What follows belongs to an exercise in optimizing a design on an open flow for small area; a production flow would make more cautious choices.
Only simulation tests tie the RTL to the original design; equivalence was not proved.
Power is estimated from default activity; no workload was simulated.

==> design.v <==
`default_nettype none
package menu_pkg;
    typedef logic [7:0]  glyph_t;        
    typedef logic [8:0]  coord_t;        
    typedef logic [15:0] color_t;        
endpackage
`default_nettype wire
`default_nettype none
function automatic logic [2:0] rom_note(input logic [1:0] s, input logic [6:0] j);
    case ({s, j})
        9'd1: rom_note = 3'd5;
        9'd2: rom_note = 3'd5;
        9'd3: rom_note = 3'd3;
        9'd4: rom_note = 3'd2;
        9'd5: rom_note = 3'd3;
        9'd6: rom_note = 3'd1;
        9'd7: rom_note = 3'd2;
        9'd8: rom_note = 3'd3;
        9'd9: rom_note = 3'd5;
        9'd10: rom_note = 3'd3;
        9'd11: rom_note = 3'd2;
        9'd12: rom_note = 3'd5;
        9'd13: rom_note = 3'd5;
        9'd14: rom_note = 3'd3;
        9'd15: rom_note = 3'd2;
        9'd16: rom_note = 3'd3;
        9'd17: rom_note = 3'd1;
        9'd18: rom_note = 3'd2;
        9'd19: rom_note = 3'd3;
        9'd20: rom_note = 3'd5;
        9'd21: rom_note = 3'd2;
        9'd22: rom_note = 3'd1;
        9'd23: rom_note = 3'd1;
        9'd24: rom_note = 3'd2;
        9'd25: rom_note = 3'd3;
        9'd26: rom_note = 3'd5;
        9'd27: rom_note = 3'd6;
        9'd28: rom_note = 3'd5;
        9'd29: rom_note = 3'd3;
        9'd30: rom_note = 3'd5;
        9'd31: rom_note = 3'd3;
        9'd32: rom_note = 3'd3;
        9'd33: rom_note = 3'd2;
        9'd34: rom_note = 3'd2;
        9'd35: rom_note = 3'd1;
        9'd36: rom_note = 3'd2;
        9'd37: rom_note = 3'd1;
        9'd38: rom_note = 3'd5;
        9'd39: rom_note = 3'd5;
        9'd40: rom_note = 3'd3;
        9'd41: rom_note = 3'd2;
        9'd42: rom_note = 3'd3;
        9'd43: rom_note = 3'd1;
        9'd44: rom_note = 3'd2;
        9'd45: rom_note = 3'd3;
        9'd46: rom_note = 3'd5;
        9'd47: rom_note = 3'd3;
        9'd48: rom_note = 3'd2;
        9'd49: rom_note = 3'd5;
        9'd50: rom_note = 3'd5;
        9'd51: rom_note = 3'd3;
        9'd52: rom_note = 3'd2;
        9'd53: rom_note = 3'd3;
        9'd54: rom_note = 3'd1;
        9'd55: rom_note = 3'd2;
        9'd56: rom_note = 3'd3;
        9'd57: rom_note = 3'd5;
        9'd58: rom_note = 3'd2;
        9'd59: rom_note = 3'd1;
        9'd60: rom_note = 3'd1;
        9'd61: rom_note = 3'd2;
        9'd62: rom_note = 3'd3;
        9'd63: rom_note = 3'd5;
        9'd64: rom_note = 3'd6;
        9'd65: rom_note = 3'd5;
        9'd66: rom_note = 3'd3;
        9'd67: rom_note = 3'd5;
        9'd68: rom_note = 3'd3;
        9'd69: rom_note = 3'd3;
        9'd70: rom_note = 3'd2;
        9'd71: rom_note = 3'd2;
        9'd72: rom_note = 3'd1;
        9'd73: rom_note = 3'd2;
        9'd74: rom_note = 3'd1;
        9'd75: rom_note = 3'd2;
        9'd76: rom_note = 3'd1;
        9'd77: rom_note = 3'd2;
        9'd78: rom_note = 3'd3;
        9'd79: rom_note = 3'd5;
        9'd80: rom_note = 3'd3;
        9'd81: rom_note = 3'd2;
        9'd82: rom_note = 3'd1;
        9'd83: rom_note = 3'd2;
        9'd84: rom_note = 3'd3;
        9'd85: rom_note = 3'd5;
        9'd86: rom_note = 3'd3;
        9'd129: rom_note = 3'd1;
        9'd130: rom_note = 3'd3;
        9'd131: rom_note = 3'd1;
        9'd132: rom_note = 3'd2;
        9'd133: rom_note = 3'd3;
        9'd134: rom_note = 3'd2;
        9'd135: rom_note = 3'd1;
        9'd136: rom_note = 3'd5;
        9'd137: rom_note = 3'd4;
        9'd138: rom_note = 3'd6;
        9'd139: rom_note = 3'd3;
        9'd140: rom_note = 3'd5;
        9'd141: rom_note = 3'd3;
        9'd142: rom_note = 3'd1;
        9'd143: rom_note = 3'd1;
        9'd144: rom_note = 3'd1;
        9'd145: rom_note = 3'd3;
        9'd146: rom_note = 3'd1;
        9'd147: rom_note = 3'd2;
        9'd148: rom_note = 3'd3;
        9'd149: rom_note = 3'd2;
        9'd150: rom_note = 3'd1;
        9'd151: rom_note = 3'd5;
        9'd152: rom_note = 3'd4;
        9'd153: rom_note = 3'd6;
        9'd154: rom_note = 3'd3;
        9'd155: rom_note = 3'd5;
        9'd156: rom_note = 3'd3;
        9'd157: rom_note = 3'd1;
        9'd158: rom_note = 3'd1;
        9'd159: rom_note = 3'd7;
        9'd160: rom_note = 3'd1;
        9'd161: rom_note = 3'd6;
        9'd162: rom_note = 3'd5;
        9'd163: rom_note = 3'd6;
        9'd164: rom_note = 3'd7;
        9'd165: rom_note = 3'd2;
        9'd166: rom_note = 3'd3;
        9'd167: rom_note = 3'd3;
        9'd168: rom_note = 3'd6;
        9'd169: rom_note = 3'd6;
        9'd170: rom_note = 3'd3;
        9'd171: rom_note = 3'd5;
        9'd172: rom_note = 3'd6;
        9'd173: rom_note = 3'd6;
        9'd174: rom_note = 3'd4;
        9'd175: rom_note = 3'd1;
        9'd176: rom_note = 3'd2;
        9'd177: rom_note = 3'd2;
        9'd178: rom_note = 3'd6;
        9'd179: rom_note = 3'd6;
        9'd180: rom_note = 3'd4;
        9'd181: rom_note = 3'd1;
        9'd182: rom_note = 3'd2;
        9'd183: rom_note = 3'd2;
        9'd184: rom_note = 3'd1;
        9'd185: rom_note = 3'd1;
        9'd186: rom_note = 3'd3;
        9'd187: rom_note = 3'd1;
        9'd188: rom_note = 3'd2;
        9'd189: rom_note = 3'd3;
        9'd190: rom_note = 3'd2;
        9'd191: rom_note = 3'd1;
        9'd192: rom_note = 3'd5;
        9'd193: rom_note = 3'd4;
        9'd194: rom_note = 3'd6;
        9'd195: rom_note = 3'd3;
        9'd196: rom_note = 3'd5;
        9'd197: rom_note = 3'd3;
        9'd198: rom_note = 3'd1;
        9'd199: rom_note = 3'd1;
        9'd200: rom_note = 3'd1;
        9'd201: rom_note = 3'd3;
        9'd202: rom_note = 3'd1;
        9'd203: rom_note = 3'd2;
        9'd204: rom_note = 3'd3;
        9'd205: rom_note = 3'd2;
        9'd206: rom_note = 3'd1;
        9'd207: rom_note = 3'd5;
        9'd208: rom_note = 3'd4;
        9'd209: rom_note = 3'd6;
        9'd210: rom_note = 3'd3;
        9'd211: rom_note = 3'd5;
        9'd212: rom_note = 3'd3;
        9'd213: rom_note = 3'd1;
        9'd214: rom_note = 3'd1;
        9'd215: rom_note = 3'd6;
        9'd216: rom_note = 3'd6;
        9'd217: rom_note = 3'd4;
        9'd218: rom_note = 3'd1;
        9'd219: rom_note = 3'd2;
        9'd220: rom_note = 3'd2;
        9'd221: rom_note = 3'd6;
        9'd222: rom_note = 3'd6;
        9'd223: rom_note = 3'd4;
        9'd224: rom_note = 3'd1;
        9'd225: rom_note = 3'd2;
        9'd226: rom_note = 3'd2;
        9'd227: rom_note = 3'd1;
        9'd228: rom_note = 3'd6;
        9'd229: rom_note = 3'd2;
        9'd230: rom_note = 3'd4;
        9'd231: rom_note = 3'd6;
        9'd232: rom_note = 3'd1;
        9'd233: rom_note = 3'd6;
        9'd234: rom_note = 3'd4;
        9'd235: rom_note = 3'd2;
        9'd236: rom_note = 3'd6;
        9'd237: rom_note = 3'd2;
        9'd238: rom_note = 3'd4;
        9'd239: rom_note = 3'd6;
        9'd240: rom_note = 3'd1;
        9'd257: rom_note = 3'd3;
        9'd258: rom_note = 3'd6;
        9'd259: rom_note = 3'd5;
        9'd260: rom_note = 3'd6;
        9'd261: rom_note = 3'd3;
        9'd262: rom_note = 3'd5;
        9'd263: rom_note = 3'd3;
        9'd264: rom_note = 3'd3;
        9'd265: rom_note = 3'd6;
        9'd266: rom_note = 3'd5;
        9'd267: rom_note = 3'd6;
        9'd268: rom_note = 3'd3;
        9'd269: rom_note = 3'd3;
        9'd270: rom_note = 3'd6;
        9'd271: rom_note = 3'd5;
        9'd272: rom_note = 3'd6;
        9'd273: rom_note = 3'd2;
        9'd274: rom_note = 3'd2;
        9'd275: rom_note = 3'd3;
        9'd276: rom_note = 3'd3;
        9'd277: rom_note = 3'd3;
        9'd278: rom_note = 3'd2;
        9'd279: rom_note = 3'd1;
        9'd280: rom_note = 3'd6;
        9'd281: rom_note = 3'd2;
        9'd282: rom_note = 3'd1;
        9'd283: rom_note = 3'd7;
        9'd284: rom_note = 3'd6;
        9'd285: rom_note = 3'd3;
        9'd286: rom_note = 3'd6;
        9'd287: rom_note = 3'd5;
        9'd288: rom_note = 3'd6;
        9'd289: rom_note = 3'd3;
        9'd290: rom_note = 3'd5;
        9'd291: rom_note = 3'd3;
        9'd292: rom_note = 3'd3;
        9'd293: rom_note = 3'd6;
        9'd294: rom_note = 3'd5;
        9'd295: rom_note = 3'd6;
        9'd296: rom_note = 3'd3;
        9'd297: rom_note = 3'd3;
        9'd298: rom_note = 3'd6;
        9'd299: rom_note = 3'd5;
        9'd300: rom_note = 3'd6;
        9'd301: rom_note = 3'd2;
        9'd302: rom_note = 3'd2;
        9'd303: rom_note = 3'd3;
        9'd304: rom_note = 3'd3;
        9'd305: rom_note = 3'd3;
        9'd306: rom_note = 3'd1;
        9'd307: rom_note = 3'd7;
        9'd308: rom_note = 3'd5;
        9'd309: rom_note = 3'd3;
        9'd310: rom_note = 3'd2;
        9'd311: rom_note = 3'd3;
        9'd312: rom_note = 3'd3;
        9'd313: rom_note = 3'd2;
        9'd314: rom_note = 3'd3;
        9'd315: rom_note = 3'd6;
        9'd316: rom_note = 3'd3;
        9'd317: rom_note = 3'd2;
        9'd318: rom_note = 3'd3;
        9'd319: rom_note = 3'd3;
        9'd320: rom_note = 3'd2;
        9'd321: rom_note = 3'd5;
        9'd322: rom_note = 3'd3;
        9'd323: rom_note = 3'd2;
        9'd324: rom_note = 3'd2;
        9'd325: rom_note = 3'd3;
        9'd326: rom_note = 3'd2;
        9'd327: rom_note = 3'd1;
        9'd328: rom_note = 3'd6;
        9'd329: rom_note = 3'd5;
        9'd385: rom_note = 3'd2;
        9'd386: rom_note = 3'd2;
        9'd387: rom_note = 3'd1;
        9'd388: rom_note = 3'd2;
        9'd389: rom_note = 3'd4;
        9'd390: rom_note = 3'd4;
        9'd391: rom_note = 3'd5;
        9'd392: rom_note = 3'd2;
        9'd393: rom_note = 3'd2;
        9'd394: rom_note = 3'd1;
        9'd395: rom_note = 3'd2;
        9'd396: rom_note = 3'd1;
        9'd397: rom_note = 3'd6;
        9'd398: rom_note = 3'd1;
        9'd399: rom_note = 3'd2;
        9'd400: rom_note = 3'd2;
        9'd401: rom_note = 3'd1;
        9'd402: rom_note = 3'd2;
        9'd403: rom_note = 3'd4;
        9'd404: rom_note = 3'd5;
        9'd405: rom_note = 3'd6;
        9'd406: rom_note = 3'd6;
        9'd407: rom_note = 3'd5;
        9'd408: rom_note = 3'd6;
        9'd409: rom_note = 3'd5;
        9'd410: rom_note = 3'd4;
        9'd411: rom_note = 3'd2;
        9'd412: rom_note = 3'd2;
        9'd413: rom_note = 3'd2;
        9'd414: rom_note = 3'd2;
        9'd415: rom_note = 3'd1;
        9'd416: rom_note = 3'd4;
        9'd417: rom_note = 3'd4;
        9'd418: rom_note = 3'd5;
        9'd419: rom_note = 3'd2;
        9'd420: rom_note = 3'd2;
        9'd421: rom_note = 3'd2;
        9'd422: rom_note = 3'd1;
        9'd423: rom_note = 3'd2;
        9'd424: rom_note = 3'd1;
        9'd425: rom_note = 3'd1;
        9'd426: rom_note = 3'd6;
        9'd427: rom_note = 3'd2;
        9'd428: rom_note = 3'd2;
        9'd429: rom_note = 3'd2;
        9'd430: rom_note = 3'd1;
        9'd431: rom_note = 3'd2;
        9'd432: rom_note = 3'd4;
        9'd433: rom_note = 3'd4;
        9'd434: rom_note = 3'd5;
        9'd435: rom_note = 3'd6;
        9'd436: rom_note = 3'd5;
        9'd437: rom_note = 3'd6;
        9'd438: rom_note = 3'd5;
        9'd439: rom_note = 3'd4;
        9'd440: rom_note = 3'd2;
        9'd441: rom_note = 3'd4;
        9'd442: rom_note = 3'd3;
        9'd443: rom_note = 3'd2;
        9'd444: rom_note = 3'd1;
        9'd445: rom_note = 3'd1;
        9'd446: rom_note = 3'd2;
        9'd447: rom_note = 3'd6;
        9'd448: rom_note = 3'd5;
        9'd449: rom_note = 3'd6;
        9'd450: rom_note = 3'd6;
        9'd451: rom_note = 3'd1;
        9'd452: rom_note = 3'd2;
        9'd453: rom_note = 3'd5;
        9'd454: rom_note = 3'd3;
        9'd455: rom_note = 3'd4;
        9'd456: rom_note = 3'd4;
        9'd457: rom_note = 3'd3;
        9'd458: rom_note = 3'd1;
        9'd459: rom_note = 3'd2;
        9'd460: rom_note = 3'd1;
        9'd461: rom_note = 3'd2;
        9'd462: rom_note = 3'd3;
        9'd463: rom_note = 3'd4;
        9'd464: rom_note = 3'd3;
        9'd465: rom_note = 3'd2;
        9'd466: rom_note = 3'd1;
        9'd467: rom_note = 3'd1;
        9'd468: rom_note = 3'd2;
        9'd469: rom_note = 3'd6;
        9'd470: rom_note = 3'd5;
        9'd471: rom_note = 3'd6;
        9'd472: rom_note = 3'd6;
        9'd473: rom_note = 3'd1;
        9'd474: rom_note = 3'd2;
        9'd475: rom_note = 3'd2;
        9'd476: rom_note = 3'd2;
        9'd477: rom_note = 3'd4;
        9'd478: rom_note = 3'd5;
        9'd479: rom_note = 3'd3;
        9'd480: rom_note = 3'd3;
        9'd481: rom_note = 3'd3;
        default: rom_note = 3'd0;
    endcase
endfunction
function automatic logic [6:0] name_glyph(input logic [1:0] s, input logic [2:0] c);
    case ({s, c})
        5'd0: name_glyph = 7'd0;
        5'd1: name_glyph = 7'd0;
        5'd2: name_glyph = 7'd49;
        5'd3: name_glyph = 7'd40;
        5'd4: name_glyph = 7'd35;
        5'd5: name_glyph = 7'd0;
        5'd6: name_glyph = 7'd0;
        5'd7: name_glyph = 7'd0;
        5'd8: name_glyph = 7'd0;
        5'd9: name_glyph = 7'd0;
        5'd10: name_glyph = 7'd35;
        5'd11: name_glyph = 7'd20;
        5'd12: name_glyph = 7'd17;
        5'd13: name_glyph = 7'd24;
        5'd14: name_glyph = 7'd0;
        5'd15: name_glyph = 7'd0;
        5'd16: name_glyph = 7'd0;
        5'd17: name_glyph = 7'd0;
        5'd18: name_glyph = 7'd0;
        5'd19: name_glyph = 7'd58;
        5'd20: name_glyph = 7'd40;
        5'd21: name_glyph = 7'd0;
        5'd22: name_glyph = 7'd0;
        5'd23: name_glyph = 7'd0;
        5'd24: name_glyph = 7'd0;
        5'd25: name_glyph = 7'd0;
        5'd26: name_glyph = 7'd49;
        5'd27: name_glyph = 7'd34;
        5'd28: name_glyph = 7'd57;
        5'd29: name_glyph = 7'd0;
        5'd30: name_glyph = 7'd0;
        5'd31: name_glyph = 7'd0;
        default: name_glyph = 7'd0;
    endcase
endfunction
module menu_show_top (
    input  wire         sys_clk,
    input  wire         sys_rst_n,
    input  wire         init_done,
    input  wire         show_char_done,
    input  wire         is_pressed,
    input  wire   [3:0] keyboard_data,
    input  wire   [1:0] scale,
    output wire         show_char_flag,
    output wire menu_pkg::glyph_t ascii_num,
    output wire menu_pkg::coord_t start_x,
    output wire menu_pkg::coord_t start_y,
    output wire menu_pkg::color_t background_color,
    output wire menu_pkg::color_t front_color
);
    logic [1:0] dly_cnt;
    logic       init_q;
    logic       step_q;
    logic [2:0] prev_r;      
    logic [4:0] prev_c;      
    logic [2:0] cur_r;       
    logic [4:0] cur_c;
    logic [2:0] aux_q;
    always_ff @(posedge sys_clk or negedge sys_rst_n) begin
        if (!sys_rst_n) begin
            dly_cnt <= 2'd0;
            init_q  <= 1'b0;
            step_q  <= 1'b0;
            prev_r  <= 3'd0;
            prev_c  <= 5'd6;
        end else begin
            dly_cnt <= init_done ? dly_cnt + 2'd1 : 2'd0;
            init_q  <= init_done;
            step_q  <= init_done & show_char_done;
            prev_r  <= cur_r;
            prev_c  <= cur_c;
        end
    end
    assign show_char_flag = init_q & (dly_cnt == 2'd0);
    always_comb begin
        cur_r = prev_r;
        cur_c = prev_c;
        if (step_q) begin
            if (prev_r == 3'd0 ? prev_c == 5'd6 + 5'd7 : prev_c == 5'd19) begin
                case (prev_r)
                    3'd0: cur_r = 3'd2;
                    3'd2:   cur_r = 3'd3;
                    3'd3:   cur_r = 3'd4;
                    3'd4:   cur_r = 3'd6;
                    3'd6: cur_r = 3'd7;
                    default:    cur_r = 3'd0;
                endcase
                cur_c = (prev_r == 3'd7) ? 5'd6 : 5'd0;
            end else begin
                cur_c = prev_c + 5'd1;
            end
        end
    end
    localparam logic [3:0] ST_IDLE     = 4'd0;
    localparam logic [3:0] ST_PRESSED  = 4'd1;
    localparam logic [3:0] ST_J_ADV    = 4'd2;    
    localparam logic [3:0] ST_J_HOLD   = 4'd3;    
    localparam logic [3:0] ST_J_PREV   = 4'd4;    
    localparam logic [3:0] ST_J_NEXT   = 4'd5;    
    localparam logic [3:0] ST_ADVANCE  = 4'd6;
    localparam logic [3:0] ST_HOLD     = 4'd7;
    localparam logic [3:0] ST_S_PREV   = 4'd8;    
    localparam logic [3:0] ST_S_NEXT   = 4'd9;
    localparam logic [3:0] ST_L_PREV   = 4'd10;   
    localparam logic [3:0] ST_L_NEXT   = 4'd11;
    localparam logic [3:0] ST_HOLD1    = 4'd12;   
    logic [3:0] state;
    logic [1:0] song;        
    logic [6:0] pos;         
    logic [2:0] expected;    
    logic [6:0] song_last;
    logic       note_slot;
    logic       disp_read;
    logic [6:0] rom_addr;
    logic [2:0] rom_q;
    assign note_slot = (cur_r == 3'd7) && cur_c[0] && (cur_c >= 5'd3);
    assign disp_read = note_slot && (step_q || state == ST_HOLD1);
    assign rom_addr  = pos + (disp_read ? {3'd0, cur_c[4:1]} : 7'd1);
    assign rom_q     = rom_note(song, rom_addr);
    always_comb begin
        case (song)
            2'd0:    song_last = 7'd86 - 7'd1;
            2'd1:    song_last = 7'd112 - 7'd1;
            2'd2:    song_last = 7'd73 - 7'd1;
            default: song_last = 7'd97 - 7'd1;
        endcase
    end
    always_ff @(posedge sys_clk) begin
        if (!disp_read) begin
            expected <= rom_q;
        end
    end
    always_ff @(posedge sys_clk or negedge sys_rst_n) begin
        if (!sys_rst_n) begin
            state <= ST_IDLE;
            song  <= 2'd0;
            pos   <= 7'd0;
        end else if (init_done) begin
            case (state)
                ST_IDLE:    state <= is_pressed ? ST_PRESSED : ST_IDLE;
                ST_PRESSED: begin
                    if (keyboard_data == {1'b0, expected}) state <= ST_J_ADV;
                    else if (keyboard_data == 4'hF) state <= ST_J_PREV;
                    else if (keyboard_data == 4'hE) state <= ST_J_NEXT;
                    else state <= ST_J_HOLD;
                end
                ST_J_ADV:   state <= ST_ADVANCE;
                ST_J_PREV:  state <= ST_S_PREV;
                ST_J_NEXT:  state <= ST_S_NEXT;
                ST_S_PREV:  state <= ST_L_PREV;
                ST_S_NEXT:  state <= ST_L_NEXT;
                ST_ADVANCE: begin
                    pos   <= (pos == song_last) ? 7'd0 : pos + 7'd1;
                    state <= ST_HOLD1;
                end
                ST_L_PREV: begin
                    song  <= song - 2'd1;
                    pos   <= 7'd0;
                    state <= ST_HOLD1;
                end
                ST_L_NEXT: begin
                    song  <= song + 2'd1;
                    pos   <= 7'd0;
                    state <= ST_HOLD1;
                end
                ST_J_HOLD:  state <= ST_HOLD;
                default:    state <= is_pressed ? ST_HOLD : ST_IDLE;
            endcase
        end
    end
    logic [1:0] row_idx;
    logic       key_hit;
    always_comb begin
        row_idx = (cur_r == 3'd2) ? 2'd0 : (cur_r == 3'd3) ? 2'd1 : 2'd2;
        key_hit = is_pressed && keyboard_data >= 4'd1 && keyboard_data <= 4'd7 &&
                  cur_c >= 5'd4 && cur_c <= 5'd17 &&
                  {1'b0, cur_c[4:1]} - 5'd1 == {1'b0, keyboard_data};
    end
    always_ff @(posedge sys_clk) begin
        case (cur_r)
            3'd6: aux_q <= {1'b0, (cur_c == 5'd9) ? scale : song};
            3'd7:  aux_q <= disp_read ? rom_q : aux_q;
            default:     aux_q <= {1'b0, row_idx == scale, key_hit & (row_idx == scale)};
        endcase
    end
    localparam logic [63:0] TITLE_TXT  = "KeyBoard";
    localparam logic [71:0] ROW_TXT    = {"LOW", "MID", "HIG"};
    localparam logic [47:0] SAMPLE_TXT = "SAMPLE";
    logic [6:0]  glyph;
    logic [15:0] bg;
    logic [15:0] fg;
    logic [1:0]  prow;
    always_comb begin
        prow  = (prev_r == 3'd2) ? 2'd0 : (prev_r == 3'd3) ? 2'd1 : 2'd2;
        glyph = 7'd0;
        bg    = 16'hE73F;
        fg    = 16'h0000;
        case (prev_r)
            3'd0: begin
                glyph = 7'(TITLE_TXT[6'(7 - 3'(prev_c - 5'd6)) * 8 +: 8] - 8'd32);
                bg    = 16'hAF7D;
            end
            3'd6: begin
                if (prev_c < 5'd6) begin
                    glyph = 7'(SAMPLE_TXT[6'(5 - 3'(prev_c)) * 8 +: 8] - 8'd32);
                end
                case (prev_c)
                    5'd6:  glyph = 7'd26;        
                    5'd8:  glyph = 7'd30;        
                    5'd9: begin                  
                        case (aux_q[1:0])
                            2'd0:    glyph = 7'("L" - 8'd32);
                            2'd1:    glyph = 7'("M" - 8'd32);
                            default: glyph = 7'("H" - 8'd32);
                        endcase
                    end
                    5'd10: glyph = 7'd28;        
                    default: begin
                        if (prev_c >= 5'd12) glyph = name_glyph(aux_q[1:0], 3'(prev_c - 5'd12));
                    end
                endcase
                if (prev_c <= 5'd6) begin
                    bg = 16'hF810;
                    fg = 16'hFFFF;
                end else if (prev_c == 5'd9) begin
                    bg = 16'h815B;
                    fg = 16'hFFFF;
                end else if (prev_c >= 5'd12) begin
                    bg = 16'h97F9;
                end
            end
            3'd7: begin
                case (prev_c)
                    5'd0: glyph = 7'd13;         
                    5'd1: glyph = 7'd30;         
                    default: begin
                        if (prev_c[0] && aux_q != 3'd0) glyph = {4'd2, aux_q};
                    end
                endcase
                if (prev_c == 5'd3) begin
                    bg = 16'hBFD9;
                    fg = 16'h815B;
                end
            end
            default: begin                       
                if (prev_c < 5'd3) begin
                    glyph = 7'(ROW_TXT[7'(8 - (prow * 3 + 2'(prev_c))) * 8 +: 8] - 8'd32);
                end else if (prev_c == 5'd3) begin
                    glyph = 7'd30;
                end else if (prev_c == 5'd19) begin
                    glyph = aux_q[1] ? 7'd28 : 7'd0;
                end else if (prev_c[0]) begin
                    glyph = {4'd2, 3'(prev_c[4:1] - 4'd1)};
                end
                bg = 16'hAF7D;
                if (prev_c < 5'd3) begin
                    bg = 16'h815B;
                    fg = 16'hFFFF;
                end else if (aux_q[0]) begin
                    bg = 16'hFA20;
                    fg = 16'hFFFF;
                end
            end
        endcase
    end
    assign ascii_num        = init_q ? {1'b0, glyph} : 8'd0;
    assign start_x          = init_q ? {1'b0, prev_c, 2'b00, prev_r != 3'd0} : 9'd0;
    assign start_y          = init_q ? {2'b00, prev_r, 4'b0000} : 9'd0;
    assign background_color = init_q ? bg : 16'hFFFF;
    assign front_color      = init_q ? fg : 16'h0000;
endmodule
`default_nettype wire
==> flow/run.sh <==
#!/bin/bash
set -euo pipefail
W=$(pwd)
EXTRA="SYNTH_SCRIPT=$W/flow/synth.tcl SKIP_REPAIR_TIE_FANOUT=1 GPL_KEEP_OVERFLOW=0"
EXTRA="$EXTRA 'BUFFER_PORTS_ARGS=-buffer_cell sky130_fd_sc_hd__buf_1'"
EXTRA="$EXTRA 'CTS_ARGS=-buf_list sky130_fd_sc_hd__clkbuf_4 -root_buf sky130_fd_sc_hd__clkbuf_4 -sink_clustering_enable -dont_use_dummy_load -repair_clock_nets'"
sed "s|SYNTH_SCRIPT=[^ ]*|$EXTRA|" standard.sh > my_standard.sh
grep -q "SYNTH_SCRIPT=$W/flow/synth.tcl" my_standard.sh
bash my_standard.sh > flow.log 2>&1
==> flow/area.abc <==
strash
&get -n
&deepsyn -T 30
&put
dch -f
amap
==> flow/synth.tcl <==
# synth_recipe.tcl with ORFS's synth.tcl, except that ABC runs flow/area.abc
# and the half/full adder extraction (extract_fa) is skipped, so that ABC
# maps all of the logic.
proc synth {args} { yosys synth -nofsm -noshare {*}$args }
set my_dir [file dirname [file normalize [info script]]]
set fh [open $::env(SCRIPTS_DIR)/synth.tcl r]
set src [read $fh]
close $fh
set old {log_cmd abc {*}$abc_args}
if { [string first $old $src] < 0 } { error "synth.tcl: ABC call not found" }
set new "log_cmd abc -script $my_dir/area.abc {*}\$lib_args {*}\$lib_dont_use_args"
set src [string map [list $old $new] $src]
set old_fa {extract_fa {*}[dont_use_extract_fa_args]}
if { [string first $old_fa $src] < 0 } { error "synth.tcl: extract_fa call not found" }
set src [string map [list $old_fa {}] $src]
eval $src
# left out here: clear keep_hierarchy, flatten, clean up, hide names made inside functions, write 1_2_yosys.v
==> standard.sh <==
#!/bin/bash
# synth_recipe.tcl (not shown) runs the flow's synth.tcl, then flattens the netlist and writes it again
# the make line also repeats each setting of config.mk as NAME=value (left out here)
make -C /OpenROAD-flow-scripts/flow DESIGN_CONFIG=/design/flow/config.mk WORK_HOME=/design/flow/orfs CLKGATE_MAP_FILE= SYNTH_SCRIPT=/design/flow/synth_recipe.tcl "${@:-finish}"
==> config.mk <==
export PLATFORM = sky130hd
export DESIGN_NAME = menu_show_top
export DESIGN_NICKNAME = menu_show_top
export VERILOG_FILES = /design/flow/design.v
export SDC_FILE = /design/flow/constraint.sdc
export NUM_CORES = 4
export LEC_CHECK = 0
export CAP_MARGIN = 20
export CORE_MARGIN = 2
export CORE_UTILIZATION = 40
export SLEW_MARGIN = 20
==> constraint.sdc <==
create_clock -name core_clock -period 10.0 [get_ports {sys_clk}]
set_input_delay 2.0000 -clock core_clock [delete_from_list [all_inputs] [get_ports {sys_clk}]]
set_output_delay 2.0000 -clock core_clock [all_outputs]
set_load 0.01 [all_outputs]
==> flow_summary.yaml, run 1 <==
cts:
  cts_tree: "yes"
  cts_buffers: 5
  cts_max_path_buffers: 2
  cts_hold_buf: 0
  cts_sinks: 31
  htree_levels: 2
  clock_latency_ns: 0.33
  cts_resized: 0
  root_buffer: "clkbuf_4"
  clkTransAtPathRegs_ns: 0.10
  post_cts_buffers: 0
cells_and_area:
  drive_gt1_share_pct: 1.73
  final_nets: 707
  syn_to_final_growth_pct: 6.31
  diodes: 0
  final_util_pct: 43.1
  layout_common_cells: "nor2_1 (191), clkinv_1 (94), nand2_1 (60)"
  fillCellCount: 1055
  final_common_cell: "nor2_1"
detailed_routing:
  wl_per_cell_um: 20.1
  ant_nets: 0
  drt_iter0_markers: 685
  drtPass1Iterations: 8
  drc: 0
  vias_per_cell: 6.40
  vias: 5289
  wirelength_um: 16600
global_route:
  grt_busiest_layer: "met2"
  grtUsageMet2_pct: 48.3
  grt_max_degree: 26
  met1_usage_pct: 42.4
  grt_pass1_vias: 4769
  groute.usage.overall_pct: 31.3
  grt_overflow: 0
  antenna_found_initial: 0
  met3_usage_pct: 7.53
  grt_pass1_wl_um: 25300
place:
  place_hpwl_um: 13200
  io_buffers: 58
  pre_cts_ws_ns: 1.90
  gp_congestion: 1.12
pwr:
  peakVddDrop_uv: 161
  p_per_area_nw_per_um2: 383
  p_seq_share_pct: 15.4
  p_comb_share_pct: 80.7
  clkPwrFrac_pct: 3.9
  p_switching_mw: 1.03
  sw_frac_of_total_pct: 65.0
  p_leak_nw: 1.45
  p_int_mw: 0.556
critical_path:
  slowest_delay_ns: 0.65
  crit_buf_inv: 5
  worstSetupEndpointType: "flip-flop"
  slowest_stage: "a21oi_2"
  path_class: "flip-flop to flip-flop"
  r2r_start: "prev_c[1]$_DFF_PN1_"
  start_kind: "flip-flop"
  startpoint: "prev_c[1]$_DFF_PN1_"
  crit_family: "compound AO/OA/AOI/OAI gates"
  arrival_ns: 8.45
  crit_required_ns: 10.08
  path_max_fanout: 15
  path_common_cell: "nor2_1"
synthesis:
  yosys_most_used_dff: "dfrtp_1"
  netlist_instances: 656
  syn_nets: 667
  yosys.area_share.xor_xnor_pct: 0
  ys_seq_elements: 31
  yosys_warnings: 1
  synth.distinct_cells: 44
  synth_compound_area_share_pct: 31.4
  synthAdderAreaFrac_pct: 0
  synthMuxAreaShare_pct: 0
  yosys.area_share.simple_pct: 33.5
  syn_avg_cell_area_um2: 5.95
  synth_top_family_by_area: "simple AND/OR/NAND/NOR gates"
  synth-edff-count: 6
  ys_seq_area_share_pct: 20.7
  ys_async_sr_fraction_pct: 80.6
  synth_area_um2: 3910
timing:
  setup_violations: 0
  maxSlewViolCount: 0
  slew_headroom_pct: 20.7
  fmax_mhz: 119
  rsz0062_at_grt: "no"
  period_share_pct: 83.7
  hold_ws_ns: 0.479
  hold_violations: 0
  fin_crit_ns: 8.37
  tightestPinTransition_ns: 1.16
  skew_ns: 0.0215
  fin_ws_ns: 1.63
  fin_tns_setup_ns: 0
hold_path:
  min_from: "dly_cnt[0]$_DFF_PN0_"
  worstHoldPathType: "flip-flop to flip-flop"
floorplanning:
  rows: 36
  start_util_pct: 40.5
  core_um2: 9640
  die_h_um: 103
  die_w_um: 103
  io_pins: 70
  die_area_um2: 10600
run:
  drv_cap: 0
run_status:
  status: "timing/DRC/antenna clean"
[layer usage]
layer,up-vias,wire [µm]
met3,106,2290
met5,-,0
met1,2363,6490
met2,443,6920
met4,0,924
li1,2377,-
[flip-flops by register name (all words and copies together) (netlist names)]
register  cells
aux_q         3
dly_cnt       2
expected      3
init_q        1
pos           7
prev_c        5
prev_r        3
song          2
state         4
step_q        1
[power by group through the flow]
| stage | combinational (mW) | clock (mW) | sequential [mW] |
|---|---|---|---|
| 6_report | 1.28 | 0.0620 | 0.244 |
| 5_1_grt | 1.36 | 0.0683 | 0.250 |
| 4_1_cts | 1.21 | 0.0629 | 0.240 |
| 3_5_place_dp | 1.20 | 0 | 0.243 |
| 3_3_place_gp | 1.27 | 0 | 0.242 |
| 2_1_floorplan | 0.831 | 0 | 0.222 |
[worst paths after layout]
kind | end | slack (ns) | cells after the start
min reg2reg | dly_cnt[0]$_DFF_PN0_ | 0.48 | 1
max | aux_q[0]$_DFFE_PP_ | 1.63 | 31
max reg2reg | aux_q[0]$_DFFE_PP_ | 1.63 | 31
min in group asynchronous | prev_r[1]$_DFF_PN0_ | 1.65 | 1
min | dly_cnt[0]$_DFF_PN0_ | 0.48 | 1
max in group asynchronous | prev_c[2]$_DFF_PN1_ | 7.96 | 1
[metrics by stage]
step                instance area [µm²]  power (mW)  instances
floorplan                          3910        1.05        656
global placement                   4090        1.51        820
detailed placement                 4120        1.45        822
CTS                                4150        1.51        827
global route                       4150        1.68        827
finish                             4150        1.59        827
[synthesized netlist by cell type (10+ instances only)]
library cell	number	area [µm²]
nor2_1	191	717
clkinv_1	94	353
nand2_1	60	225
o21ai_0	52	260
nor3_1	33	165
a21oi_1	32	160
buf_4	27	203
dfrtp_1	23	576
a31oi_1	17	106
nor4_1	11	68.8
a2111oi_0	10	87.6
a211oi_1	10	75.1
[cell type report]
type                    instances  area (µm²)  share of cell area (%)
clock buffers                   5        37.5                   0.904
repair buffers                 60         238                    5.72
well taps                     133         166                    4.01
multi-input cells             504        2550                    61.4
flip-flops and latches         31         808                    19.5
inverters                      94         353                    8.50
[cell families (layout without fill, tap and decap cells)]
logic type             after synthesis  count (layout)
DFF                                 31              31
and+or+nand+nor                    317             317
AOI/OAI and AO/OA                  185             185
buffers and inverters              121             159
other                                2               2
==> inputs of run 2 (changes only) <==
--- a/design.v
+++ b/design.v
@@ -497,7 +497,7 @@
     logic [6:0] rom_addr;
     logic [2:0] rom_q;
     assign note_slot = (cur_r == 3'd7) && cur_c[0] && (cur_c >= 5'd3);
-    assign disp_read = note_slot && (step_q || state == ST_HOLD1);
+    assign disp_read = note_slot && (step_q || state[3:2] == 2'b11);    
     assign rom_addr  = pos + (disp_read ? {3'd0, cur_c[4:1]} : 7'd1);
     assign rom_q     = rom_note(song, rom_addr);
     always_comb begin
@@ -519,35 +519,28 @@
             song  <= 2'd0;
             pos   <= 7'd0;
         end else if (init_done) begin
-            case (state)
-                ST_IDLE:    state <= is_pressed ? ST_PRESSED : ST_IDLE;
-                ST_PRESSED: begin
+            casez (state)
+                4'b0000: state <= is_pressed ? ST_PRESSED : ST_IDLE;
+                4'b0001: begin                           
                     if (keyboard_data == {1'b0, expected}) state <= ST_J_ADV;
                     else if (keyboard_data == 4'hF) state <= ST_J_PREV;
                     else if (keyboard_data == 4'hE) state <= ST_J_NEXT;
                     else state <= ST_J_HOLD;
                 end
-                ST_J_ADV:   state <= ST_ADVANCE;
-                ST_J_PREV:  state <= ST_S_PREV;
-                ST_J_NEXT:  state <= ST_S_NEXT;
-                ST_S_PREV:  state <= ST_L_PREV;
-                ST_S_NEXT:  state <= ST_L_NEXT;
-                ST_ADVANCE: begin
+                4'b0010: state <= ST_ADVANCE;            
+                4'b0011: state <= ST_HOLD;               
+                4'b010?: state <= {3'b100, state[0]};    
+                4'b100?: state <= {3'b101, state[0]};    
+                4'b0110: begin                           
                     pos   <= (pos == song_last) ? 7'd0 : pos + 7'd1;
                     state <= ST_HOLD1;
                 end
-                ST_L_PREV: begin
-                    song  <= song - 2'd1;
+                4'b101?: begin                           
+                    song  <= state[0] ? song + 2'd1 : song - 2'd1;
                     pos   <= 7'd0;
                     state <= ST_HOLD1;
                 end
-                ST_L_NEXT: begin
-                    song  <= song + 2'd1;
-                    pos   <= 7'd0;
-                    state <= ST_HOLD1;
-                end
-                ST_J_HOLD:  state <= ST_HOLD;
-                default:    state <= is_pressed ? ST_HOLD : ST_IDLE;
+                default: state <= is_pressed ? ST_HOLD : ST_IDLE;    
             endcase
         end
     end
==> run 2 against run 1 <==
Effect of this change:
- sequential share of layout area up 0.16 points
- clock skew down 0.011 ns
- clock power up 2%
- global-route usage up 0.084 points
- cell count down 2.4%
- cell area down 0.81%
- total power down 5.3%
- critical endpoint unchanged
==> flow_summary.yaml, run 2 <==
run_status:
  status: "timing/DRC/antenna clean"
pwr:
  p_seq_share_pct: 16.3
  peakVddDrop_uv: 158
  clkPwrFrac_pct: 4.2
  p_int_mw: 0.534
  p_leak_nw: 1.37
  p_switching_mw: 0.972
  sw_frac_of_total_pct: 64.5
  p_comb_share_pct: 79.5
  p_per_area_nw_per_um2: 366
hold_path:
  worstHoldPathType: "flip-flop to flip-flop"
  hold_depth: 1
cts:
  cts_tree: "yes"
  clkTransAtPathRegs_ns: 0.09
  post_cts_buffers: 0
  htree_levels: 2
  root_buffer: "clkbuf_4"
  cts_buffers: 5
  cts_resized: 0
  cts_hold_buf: 0
  clock_latency_ns: 0.33
  cts_sinks: 31
  cts_max_path_buffers: 2
detailed_routing:
  wirelength_um: 16300
  drtPass1Iterations: 6
  drc: 0
  drt_iter0_markers: 608
  vias_per_cell: 6.48
  vias: 5229
  ant_nets: 0
  wl_per_cell_um: 20.1
timing:
  fin_tns_setup_ns: 0
  maxSlewViolCount: 0
  hold_ws_ns: 0.474
  rsz0062_at_grt: "no"
  fin_crit_ns: 8.01
  setup_violations: 0
  hold_violations: 0
  period_share_pct: 80.1
  tightestPinTransition_ns: 1.15
  skew_ns: 0.0109
  fmax_mhz: 125
  slew_headroom_pct: 23.4
critical_path:
  slowest_stage: "nor2_1"
  startpoint: "prev_r[0]$_DFF_PN0_"
  crit_required_ns: 10.07
  r2r_cells: 29
  path_class: "flip-flop to flip-flop"
  path_common_cell: "nor2_1"
  path_max_fanout: 11
  arrival_ns: 8.08
  worst-path-stages: 29
  reg2reg_to: "aux_q[0]$_DFFE_PP_"
  slowest_delay_ns: 0.84
  crit_buf_inv: 4
  critPathCapture: "aux_q[0]$_DFFE_PP_"
  start_kind: "flip-flop"
  worstSetupEndpointType: "flip-flop"
  regToRegSetupSlack_ns: 1.99
  r2r_start: "prev_r[0]$_DFF_PN0_"
  crit_family: "simple AND/OR/NAND/NOR gates"
floorplanning:
  start_util_pct: 41.6
  rows: 35
  io_pins: 70
  die_w_um: 103
  die_area_um2: 10500
  die_h_um: 103
  core_um2: 9330
cells_and_area:
  largestRegisters: "pos: 7 flops, prev_c: 5 flops, state: 4 flops"
  syn_to_final_growth_pct: 6.02
  drive_gt1_share_pct: 1.62
  regMostFlops: "pos"
  stdcell_count: 807
  postLayoutCellArea_um2: 4120
  final_nets: 691
  diodes: 0
  final_common_cell: "nor2_1"
  largest_reg_flops: 7
  layout_common_cells: "nor2_1 (169), clkinv_1 (85), buf_1 (57)"
synthesis:
  syn_avg_cell_area_um2: 6.06
  synth.distinct_cells: 44
  synth_common_cells: "nor2_1 (169), clkinv_1 (85), nand2_1 (52), o21ai_0 (49), a21oi_1 (45)"
  yosys_warnings: 1
  synthMuxAreaShare_pct: 0
  synth_area_um2: 3880
  ys_seq_area_share_pct: 20.8
  netlist_instances: 641
  synth_top_area_share_pct: 16.3
  yosys.area_share.xor_xnor_pct: 0
  synthTopCellsByArea: "nor2_1 (16%), dfrtp_1 (15%), clkinv_1 (8.2%)"
  yosys_most_used_dff: "dfrtp_1"
  synth-edff-count: 6
  yosys.area.top_type: "nor2_1"
  synth_compound_area_share_pct: 33.4
  syn_nets: 652
  ys_async_sr_fraction_pct: 80.6
  synthAdderAreaFrac_pct: 0
  synth_top_family_by_area: "compound AO/OA/AOI/OAI gates"
  yosys.area_share.simple_pct: 32.2
  yosys.cell_count.top_type: "nor2_1"
  ys_seq_elements: 31
place:
  place_area_um2: 4080
  placed_cells: 802
  io_buffers: 58
  place_hpwl_um: 12600
  gp_congestion: 1.05
global_route:
  grt_pass1_vias: 4845
  grt_pass1_wl_um: 25400
  antenna_found_initial: 0
  grt_overflow: 0
  grt_max_degree: 26
  groute.usage.overall_pct: 31.4
run:
  drv_cap: 0
-- run 2: final cells by class --
cell class	instances	area, µm²
clock buffer	5	37.5
tap	129	161
fill	998	5210
timing repair buffer	59	230
inverter	85	319
sequential	31	808
multi-input combinational	498	2560
-- run 2: cells by family (layout without fill, tap and decap cells) --
kind of cell | Yosys count | in the layout
simple gates | 296 | 296
compound gates | 200 | 200
buf+inv | 112 | 149
flops | 31 | 31
other cells | 2 | 2
-- run 2: power by group through the flow --
stage / logic [mW] / clock network (mW) / registers [mW]
after global routing: 1.28 / 0.0723 / 0.248
after CTS: 1.12 / 0.0648 / 0.241
after floorplan: 0.805 / 0 / 0.219
after detailed placement: 1.12 / 0 / 0.243
final: 1.20 / 0.0634 / 0.246
after global placement: 1.17 / 0 / 0.244
-- run 2: routing by layer --
| metal | part of all wire [%] | GRT usage, % | routed length (µm) |
|---|---|---|---|
| met1 | 36 | 37.2 | 5830 |
| met2 | 44 | 51.3 | 7220 |
| met4 | 8.9 | 22.4 | 1450 |
| met3 | 11 | 5.56 | 1760 |
| met5 | 0 | 0 | 0 |
-- run 2: worst min path at each step --
stage / end / start / slack (ns)
after floorplan: dly_cnt[0]$_DFF_PN0_ / dly_cnt[0]$_DFF_PN0_ / 0.44
after global routing: dly_cnt[0]$_DFF_PN0_ / dly_cnt[0]$_DFF_PN0_ / 0.51
after detailed placement: dly_cnt[0]$_DFF_PN0_ / dly_cnt[0]$_DFF_PN0_ / 0.47
after global placement: dly_cnt[0]$_DFF_PN0_ / dly_cnt[0]$_DFF_PN0_ / 0.45
after CTS: dly_cnt[0]$_DFF_PN0_ / dly_cnt[0]$_DFF_PN0_ / 0.48
final: dly_cnt[0]$_DFF_PN0_ / dly_cnt[0]$_DFF_PN0_ / 0.47
-- run 2: worst reg2reg max path: cells and delay by family, from the launching register on --
family | cells | cell delay, ns
AND/OR/NAND/NOR | 14 | 3.49
AO/OA/AOI/OAI | 11 | 2.79
buffers and inverters | 4 | 1.02
flip-flops | 1 | 0.44
-- run 2: through the flow --
step           setup WS, ns  utilization [%]  total power, mW
6_report               1.99             44.2             1.51
5_1_grt                1.36             44.2             1.60
4_1_cts                2.31             44.2             1.43
3_5_place_dp           2.32             43.8             1.36
3_3_place_gp           1.25             43.5             1.42
2_1_floorplan          3.64                -             1.02
==> inputs of run 3 (changes only) <==
==> flow/area.abc (replaced) <==
strash
&get -n
&deepsyn -T 300
&put
dch -f
amap
==> run 3 against run 2 <==
Effect of this change:
- highest routed layer unchanged
- critical endpoint is now aux_q[2]$_DFFE_PP_
- utilization shrank 0.21 points
- critical path depth shrank 2
- non-clock buffer count grew 1
- synthesized cell count shrank 3.1%
- worst hold slack gained 0.0089 ns
- clock-buffer cell count is the same
- routed wire length shrank 6.5%
- still clean
- sequential cell count is the same
- register-to-register slack gained 0.14 ns
- total power grew 9.1%
- clock skew grew 0.0084 ns
- largest cell class unchanged
- synthesized area shrank 1.4%
==> flow_summary.yaml, run 3 <==
timing:
  fin_tns_setup_ns: 0
  tightestPinTransition_ns: 0.918
  rsz0062_at_grt: "no"
  fin_crit_ns: 7.87
  setup_violations: 0
  skew_ns: 0.0193
  maxSlewViolCount: 0
  fmax_mhz: 127
  slew_headroom_pct: 38.0
  period_share_pct: 78.7
  hold_violations: 0
critical_path:
  arrival_ns: 7.97
  reg2reg_to: "aux_q[2]$_DFFE_PP_"
  crit_required_ns: 10.10
  slowest_delay_ns: 0.57
  crit_family: "compound AO/OA/AOI/OAI gates"
  start_kind: "flip-flop"
  path_max_fanout: 14
  slowest_stage: "o21ai_1"
  r2r_cells: 27
  regToRegSetupSlack_ns: 2.13
  crit_buf_inv: 5
  worstSetupEndpointType: "flip-flop"
  worst-path-stages: 27
  path_common_cell: "nor2_1"
  r2r_start: "prev_r[2]$_DFF_PN0_"
  path_class: "flip-flop to flip-flop"
floorplanning:
  die_area_um2: 10400
  io_pins: 70
  die_h_um: 102
  die_w_um: 102
  start_util_pct: 41.3
  rows: 35
  core_um2: 9280
synthesis:
  ys_async_sr_fraction_pct: 80.6
  yosys_warnings: 1
  synth-edff-count: 6
  yosys.area.top_type: "nor2_1"
  synth_common_cells: "nor2_1 (169), clkinv_1 (81), nand2_1 (45), a21oi_1 (40), o21ai_0 (36)"
  netlist_instances: 621
  syn_avg_cell_area_um2: 6.17
  synth.distinct_cells: 45
  syn_nets: 632
  synth_area_um2: 3830
  ys_seq_area_share_pct: 21.1
  synth_top_area_share_pct: 16.6
  synthTopCellsByArea: "nor2_1 (17%), dfrtp_1 (15%), clkinv_1 (7.9%)"
  yosys_most_used_dff: "dfrtp_1"
  ys_seq_elements: 31
  yosys.cell_count.top_type: "nor2_1"
global_route:
  groute.usage.overall_pct: 29.9
  antenna_found_initial: 0
  grt_overflow: 0
  grt_max_degree: 26
  grt_pass1_vias: 4604
  grt_pass1_wl_um: 24300
pwr:
  p_seq_share_pct: 14.5
  peakVddDrop_uv: 203
  p_int_mw: 0.584
  p_switching_mw: 1.06
  p_comb_share_pct: 81.8
  clkPwrFrac_pct: 3.8
  sw_frac_of_total_pct: 64.4
  p_per_area_nw_per_um2: 403
  p_leak_nw: 1.41
cts:
  clock_latency_ns: 0.33
  root_buffer: "clkbuf_4"
  cts_hold_buf: 0
  cts_buffers: 5
  htree_levels: 2
  post_cts_buffers: 0
  clkTransAtPathRegs_ns: 0.10
  cts_sinks: 31
  cts_resized: 0
  cts_max_path_buffers: 2
  cts_tree: "yes"
hold_path:
  holdPathEnd: "dly_cnt[1]$_DFF_PN0_"
  worstHoldPathType: "flip-flop to flip-flop"
  hold_depth: 1
  min_from: "dly_cnt[1]$_DFF_PN0_"
cells_and_area:
  drive_gt1_share_pct: 2.12
  syn_to_final_growth_pct: 6.50
  fillCellCount: 1020
  regMostFlops: "pos"
  stdcell_count: 788
  final_common_cell: "nor2_1"
  diodes: 0
  largestRegisters: "pos: 7 flops, prev_c: 5 flops, state: 4 flops"
  postLayoutCellArea_um2: 4080
  final_util_pct: 43.9
  largest_reg_flops: 7
  layout_common_cells: "nor2_1 (169), clkinv_1 (81), buf_1 (57)"
  final_nets: 672
detailed_routing:
  vias: 5011
  drt_iter0_markers: 558
  drtPass1Iterations: 5
  drc: 0
  ant_nets: 0
  vias_per_cell: 6.36
  wl_per_cell_um: 19.3
  wirelength_um: 15200
place:
  place_hpwl_um: 12000
  place_area_um2: 4040
  placed_cells: 783
  io_buffers: 58
  gp_congestion: 1.10
run:
  drv_cap: 0
run_status:
  status: "timing/DRC/antenna clean"
[run 3: worst max-delay path by stage]
stage                          to           startpoint
2_1_floorplan  aux_q[0]$_DFFE_PP_  prev_r[2]$_DFF_PN0_
3_3_place_gp   aux_q[0]$_DFFE_PP_  prev_r[2]$_DFF_PN0_
3_5_place_dp   aux_q[2]$_DFFE_PP_  prev_r[2]$_DFF_PN0_
4_1_cts        aux_q[2]$_DFFE_PP_  prev_r[2]$_DFF_PN0_
5_1_grt        aux_q[0]$_DFFE_PP_  prev_r[2]$_DFF_PN0_
6_report       aux_q[2]$_DFFE_PP_  prev_r[2]$_DFF_PN0_
[run 3: cell families (layout without fill, tap and decap cells)]
| kind of cell | Yosys count | in the layout | share of synthesized area, % |
|---|---|---|---|
| buf+inv | 108 | 146 | 13.2 |
| flops | 31 | 31 | 21.1 |
| simple gates | 294 | 294 | 32.7 |
| compound gates | 186 | 186 | 32.8 |
| other cells | 2 | 2 | 0.196 |
[run 3: worst reg2reg max path, delay by kind of cell, from the launching register on]
family,cells,cell delay [ns]
buffers and inverters,5,1.41
AOI/OAI and AO/OA,11,2.94
DFF,1,0.48
and+or+nand+nor,11,2.79
[run 3: routing by layer]
layer	global-route usage (%)	share of wire, %	vias to the layer above
met2	46.0	44	368
met1	41.7	43	2296
li1	-	-	2305
met5	0	0	-
met3	7.52	12	42
met4	8.82	2.1	0
[run 3: power by group through the flow]
stage | registers, mW | logic (mW) | clock network (mW)
after floorplan | 0.218 | 0.880 | 0
after global routing | 0.244 | 1.44 | 0.0709
after global placement | 0.239 | 1.31 | 0
final | 0.238 | 1.34 | 0.0620
after detailed placement | 0.237 | 1.27 | 0
after CTS | 0.235 | 1.27 | 0.0642
[run 3: area by class of cell]
type	instances	area, µm²	area share, %
inverter	81	304	7.45
tap	129	161	3.96
sequential	31	808	19.8
multi-input combinational	482	2530	62.0
clock buffer	5	37.5	0.920
timing repair buffer	60	238	5.83
[run 3: per-stage QoR]
stage          worst slack (ns)  power (mW)  hold WS [ns]
4_1_cts                    2.47        1.57         0.484
5_1_grt                    1.60        1.76         0.517
2_1_floorplan              3.56        1.10         0.441
3_3_place_gp              0.991        1.55         0.461
3_5_place_dp               2.53        1.51         0.467
6_report                   2.13        1.64         0.483

-- what the ideal ports hide --
The results above use ideal ports. As a check the final layouts listed here were re-extracted and re-timed, cells and wires unchanged. Step 1 (the two cells are an assumption about what drives the block):
set clk [get_ports {sys_clk}]
set_driving_cell -lib_cell sky130_fd_sc_hd__clkbuf_16 $clk
set_driving_cell -lib_cell sky130_fd_sc_hd__buf_2 [delete_from_list [all_inputs] $clk]
Step 2 adds t to the input delays and takes it off the output delays; t is the mean of the earliest and latest rising clock arrival at the registers after step 1. Input paths then give back, and output paths get back, about the clock's delay inside the block. Three values: no drivers, after step 1, after step 2; two values: the first two.
run	t (ns)	setup WS [ns]	worst setup path after step 2
run 1	0.348	1.628 / 1.628 / 1.628	register to register
run 2	0.354	1.992 / 1.992 / 1.992	register to register
run 3	0.348	2.134 / 2.134 / 2.134	register to register
After both steps setup and hold are still met in every run listed.
